Context: an optimization exercise on an open-source flow, tuned for small area and a short achievable clock period. The choices shown serve that exercise and are no tape-out recipe.
Function was checked by simulation only, so behaviour that the tests miss may differ from the original.

==> quartz: inputs <==
==> flow/design.v (excerpt) <==
module mult_sched
#(
    parameter int NREQ = 4,
    parameter int LAT  = 1
) (
    input  logic                      pclk,
    input  logic                      reset,
    input  logic [NREQ-1:0]           req_valid,
    output logic [NREQ-1:0]           req_ready,
    input  logic [NREQ*A_W-1:0]       req_a,
    input  logic [NREQ*B_W-1:0]       req_b,
    input  logic [NREQ-1:0]           req_mask,
    output logic                      rsp_valid,
    output logic [$clog2(NREQ)-1:0]   rsp_id,
    output logic [P_W-1:0]            rsp_data,
    output logic                      busy
);
Settings: LEC_CHECK=0, ABC_AREA=1, CAP_MARGIN=20, CORE_MARGIN=2, CORE_UTILIZATION=40, SLEW_MARGIN=20; clock period 15.0 ns.
standard.sh (not shown) runs the stock make flow with config.mk's settings and CLKGATE_MAP_FILE= SYNTH_SCRIPT=/design/flow/synth_recipe.tcl, a recipe that flattens the netlist after the stock synthesis.
==> flow/flow/run.sh <==
#!/bin/bash
# Layout: the standard flow (standard.sh) with three changes to how it is made:
#  - synthesis maps logic with an area-oriented ABC script (flow/abc_area.script, picked
#    through ABC_AREA=1 from a copy of the ORFS scripts folder);
#  - the port buffers that placement inserts on every input and output are buf_1 cells;
#  - timing repair aims for a larger setup margin.
# Each tool's output goes to its own log under orfs/logs/; make's output to run_make.log.
set -euo pipefail
rm -rf scripts_own
cp -r "$FLOW_HOME/scripts" scripts_own
cp flow/abc_area.script scripts_own/abc_area.script
bash standard.sh SCRIPTS_DIR="$PWD/scripts_own" SETUP_SLACK_MARGIN=6.5 \
    "BUFFER_PORTS_ARGS=-buffer_cell sky130_fd_sc_hd__buf_1" > run_make.log 2>&1
==> flow/flow/abc_area.script <==
strash
dch
amap
topo
stime -c
buffer -c
upsize -c
dnsize -c
==> inputs of maple, as changes to quartz <==
==> flow/flow/run.sh (replaced) <==
#!/bin/bash
# Layout: the standard flow (standard.sh) with these changes to how it is made:
#  - synthesis maps logic with an area-oriented ABC script (flow/abc_area.script, picked
#    through ABC_AREA=1 from a copy of the ORFS scripts folder);
#  - the port buffers that placement inserts on every input and output are buf_1 cells;
#  - timing repair aims for a larger setup margin up to clock tree synthesis, and a
#    smaller one after global routing.
# Each tool's output goes to its own log under orfs/logs/; make's output to run_make*.log.
set -euo pipefail
rm -rf scripts_own
cp -r "$FLOW_HOME/scripts" scripts_own
cp flow/abc_area.script scripts_own/abc_area.script
BUF="BUFFER_PORTS_ARGS=-buffer_cell sky130_fd_sc_hd__buf_1"
bash standard.sh SCRIPTS_DIR="$PWD/scripts_own" SETUP_SLACK_MARGIN=6.5 "$BUF" cts > run_make_cts.log 2>&1
bash standard.sh SCRIPTS_DIR="$PWD/scripts_own" SETUP_SLACK_MARGIN=6.0 "$BUF" > run_make.log 2>&1
==> qor summary <==
Status: quartz finished clean; maple finished clean
Termination of the worst setup path: quartz u_mult.c_r[23]; maple u_mult.s_r[16]
Share of the clock period used by the worst path: quartz 56.6%; maple 57.6%
Clock slew at the register clock pins of the worst setup and hold paths: quartz 90 ps; maple 80 ps
Filler Cell Count: quartz 5,977; maple 6,174
Sequential portion of the cell area: quartz 8.76%; maple 9.25%
Clock buf/inv share: quartz 0.987%; maple 1.04%
Transition at the pin with the smallest max-transition slack: quartz 1140 ps; maple 1120 ps
Detailed Route Iter0 Violations: quartz 3,152; maple 2,616
Critical path's largest stage delay: quartz 600 ps; maple 570 ps
Avg Vias per Cell: quartz 6.08; maple 5.99
Setup repair after global routing missed its margin: quartz true; maple false
NonClk Buf Share: quartz 12.8%; maple 9.65%
Antenna violations before repair: quartz 3; maple 2
Filler-free cell count of the finished design: quartz 4,272; maple 4,192
Final setup margin: quartz 6510 ps; maple 6370 ps
Crit path required time: quartz 15,300 ps; maple 15,260 ps
Slack of the worst reg-to-reg path: quartz 8700 ps; maple 8620 ps
Area taken by multi-input logic gates: quartz 20,700 um2; maple 20,300 um2
Largest fanout of any net on the critical path: quartz 17; maple 61
Synthesis-to-layout area growth: quartz 20.6%; maple 14.2%


==> trial 29: inputs <==
mult_sched, a different RTL version from the one above (not shown whole).
==> module mult_sched, before the edit <==
module mult_sched
#(
    parameter int NREQ = 4,
    parameter int LAT  = 1
) (
    input  logic                      pclk,
    input  logic                      reset,
    input  logic [NREQ-1:0]           req_valid,
    output logic [NREQ-1:0]           req_ready,
    input  logic [NREQ*A_W-1:0]       req_a,
    input  logic [NREQ*B_W-1:0]       req_b,
    input  logic [NREQ-1:0]           req_mask,
    output logic                      rsp_valid,
    output logic [$clog2(NREQ)-1:0]   rsp_id,
    output logic [P_W-1:0]            rsp_data,
    output logic                      busy
);
    logic [3:0]            elig_s;
    logic [3:0]            grant_s;
    logic                  accept_s;
    logic [1:0]            g_idx_s;
    logic [1:0]            rr_ptr_r;
    logic signed [A_W-1:0] a_sel_s;
    logic signed [B_W-1:0] b_sel_s;
    logic                  v_r;
    logic [1:0]            id_r;
    always_comb begin
        elig_s = req_valid & ~req_mask;
        case (rr_ptr_r)
            2'd0: grant_s = elig_s[0] ? 4'b0001 : elig_s[1] ? 4'b0010 : elig_s[2] ? 4'b0100 :
                            elig_s[3] ? 4'b1000 : 4'b0000;
            2'd1: grant_s = elig_s[1] ? 4'b0010 : elig_s[2] ? 4'b0100 : elig_s[3] ? 4'b1000 :
                            elig_s[0] ? 4'b0001 : 4'b0000;
            2'd2: grant_s = elig_s[2] ? 4'b0100 : elig_s[3] ? 4'b1000 : elig_s[0] ? 4'b0001 :
                            elig_s[1] ? 4'b0010 : 4'b0000;
            default: grant_s = elig_s[3] ? 4'b1000 : elig_s[0] ? 4'b0001 : elig_s[1] ? 4'b0010 :
                               elig_s[2] ? 4'b0100 : 4'b0000;
        endcase
        accept_s = |grant_s;
        g_idx_s  = {grant_s[3] | grant_s[2], grant_s[3] | grant_s[1]};
        a_sel_s = '0;
        b_sel_s = '0;
        for (int i = 0; i < NREQ; i++) begin
            a_sel_s = a_sel_s | (req_a[i*A_W +: A_W] & {A_W{grant_s[i]}});
            b_sel_s = b_sel_s | (req_b[i*B_W +: B_W] & {B_W{grant_s[i]}});
        end
    end
    mult_pipe u_mult (
        .pclk  (pclk),
        .reset (reset),
        .en    (accept_s),
        .a     (a_sel_s),
        .b     (b_sel_s),
        .p     (rsp_data)
    );
    always_ff @(posedge pclk or posedge reset) begin
        if (reset) begin
            rr_ptr_r <= '0;
            v_r      <= 1'b0;
            id_r     <= '0;
        end else begin
            if (accept_s) begin
                rr_ptr_r <= g_idx_s + 2'd1;
            end
            v_r  <= accept_s;
            id_r <= g_idx_s;
        end
    end
    assign req_ready = reset ? '0 : grant_s;
    assign rsp_valid = v_r;
    assign rsp_id    = id_r;
    assign busy      = v_r;
endmodule
clock: 15.0 ns
lec_check: 0
abc_area: 1
cap_margin: 20
core_margin: 2
core_utilization: 40
slew_margin: 20
synth_hierarchical: 1
synth_minimum_keep_size: 0
==> flow/flow/run.sh <==
#!/bin/bash
# Layout: the standard flow (standard.sh) with these changes to how it is made:
#  - synthesis maps logic with an area-oriented ABC script (flow/abc_area.script, picked
#    through ABC_AREA=1 from a copy of the ORFS scripts folder);
#  - the port buffers that placement inserts on every input and output are buf_1 cells;
#  - timing repair aims for a larger setup margin up to clock tree synthesis, and a
#    smaller one after global routing.
# Each tool's output goes to its own log under orfs/logs/; make's output to run_make*.log.
set -euo pipefail
rm -rf scripts_own
cp -r "$FLOW_HOME/scripts" scripts_own
cp flow/abc_area.script scripts_own/abc_area.script
BUF="BUFFER_PORTS_ARGS=-buffer_cell sky130_fd_sc_hd__buf_1"
bash standard.sh SCRIPTS_DIR="$PWD/scripts_own" SETUP_SLACK_MARGIN=6.5 "$BUF" cts > run_make_cts.log 2>&1
bash standard.sh SCRIPTS_DIR="$PWD/scripts_own" SETUP_SLACK_MARGIN=6.0 "$BUF" > run_make.log 2>&1
Scripts as last shown in full above: flow/flow/abc_area.script
==> trial 95 (differences from trial 29) <==
--- a/flow/design.v
+++ b/flow/design.v
@@ -1654,15 +1654,17 @@
     logic [1:0]            id_r;
+    logic [3:0]            ahead_s [4];
+    logic [1:0]            di_s, dj_s;
     always_comb begin
+        for (int i = 0; i < 4; i++) begin
+            for (int j = 0; j < 4; j++) begin
+                di_s = 2'(i) - rr_ptr_r;
+                dj_s = 2'(j) - rr_ptr_r;
+                ahead_s[i][j] = (dj_s < di_s);
+            end
+        end
         elig_s = req_valid & ~req_mask;
-        case (rr_ptr_r)
-            2'd0: grant_s = elig_s[0] ? 4'b0001 : elig_s[1] ? 4'b0010 : elig_s[2] ? 4'b0100 :
-                            elig_s[3] ? 4'b1000 : 4'b0000;
-            2'd1: grant_s = elig_s[1] ? 4'b0010 : elig_s[2] ? 4'b0100 : elig_s[3] ? 4'b1000 :
-                            elig_s[0] ? 4'b0001 : 4'b0000;
-            2'd2: grant_s = elig_s[2] ? 4'b0100 : elig_s[3] ? 4'b1000 : elig_s[0] ? 4'b0001 :
-                            elig_s[1] ? 4'b0010 : 4'b0000;
-            default: grant_s = elig_s[3] ? 4'b1000 : elig_s[0] ? 4'b0001 : elig_s[1] ? 4'b0010 :
-                               elig_s[2] ? 4'b0100 : 4'b0000;
-        endcase
-        accept_s = |grant_s;
+        for (int i = 0; i < 4; i++) begin
+            grant_s[i] = elig_s[i] & ~|(elig_s & ahead_s[i]);
+        end
+        accept_s = |elig_s;
         g_idx_s  = {grant_s[3] | grant_s[2], grant_s[3] | grant_s[1]};
--- a/flow/flow/run.sh
+++ b/flow/flow/run.sh
@@ -13,3 +13,3 @@
 BUF="BUFFER_PORTS_ARGS=-buffer_cell sky130_fd_sc_hd__buf_1"
-bash standard.sh SCRIPTS_DIR="$PWD/scripts_own" SETUP_SLACK_MARGIN=6.5 "$BUF" cts > run_make_cts.log 2>&1
-bash standard.sh SCRIPTS_DIR="$PWD/scripts_own" SETUP_SLACK_MARGIN=6.0 "$BUF" > run_make.log 2>&1
+bash standard.sh SCRIPTS_DIR="$PWD/scripts_own" SETUP_SLACK_MARGIN=6.3 "$BUF" cts > run_make_cts.log 2>&1
+bash standard.sh SCRIPTS_DIR="$PWD/scripts_own" SETUP_SLACK_MARGIN=5.9 "$BUF" > run_make.log 2>&1
==> results_dict.tcl <==
set metrics [dict create \
    outcome "finished clean" \
    cp-startpoint "req_valid[1]" \
    syn-cell-area_mm2 0.0238 \
    nets 3853 \
    design_area_mm2 0.0266 \
    whs_ps 496 \
    wl_um 103000 \
    max_stage_delay_ps 630 \
    min_period_over_period 0.588 \
    synth-simple-area-share 0.130 \
    routedWlPerCell_um 26.4 \
]
That was trial 95.
==> results_dict.tcl <==
set metrics [dict create \
    routedWlPerCell_um 26.4 \
    outcome "finished clean" \
    synth-simple-area-share 0.113 \
    design_area_mm2 0.0282 \
    whs_ps 505 \
    min_period_over_period 0.575 \
    cp-startpoint "req_mask[3]" \
    wl_um 104000 \
    max_stage_delay_ps 570 \
]
That was trial 29.

## what the ideal ports hide
No port has a modelled driver above. Below, the same layouts with a new extraction and two added sets of constraints.
Step 1 assumes that a clkbuf_16 drives the clock port and a buf_2 every other input.
Step 2, shift: input delay + t, output delay - t, t = (earliest + latest rising clock arrival at the registers) / 2. This alone moves slack from input paths to output paths.
Slacks: ideal ports / drivers / drivers and shift; pairs: ideal ports / drivers.
| run | shift t [ns] | slack for setup (ns) | clock arrival spread, ns | slew at the worst register clock pin (ns) | worst slew at a driven data input, ns |
|---|---|---|---|---|---|
| quartz | 0.455 | 6.509 / 6.545 / 6.090 | 0.022 / 0.022 | 0.09 / 0.09 | 0.09 |
| maple | 0.459 | 6.365 / 6.398 / 5.939 | 0.024 / 0.024 | 0.09 / 0.09 | 0.09 |
| trial 29 | 0.469 | 6.380 / 6.422 / 5.953 | 0.023 / 0.023 | 0.09 / 0.09 | 0.12 |
| trial 95 | 0.464 | 6.178 / 6.202 / 5.739 | 0.014 / 0.015 | 0.09 / 0.09 | 0.16 |
After both steps every run listed still meets setup and hold. The setup slack of trial 95, which loses most, moves by +0.024 ns with the drivers and by -0.439 ns with both steps.
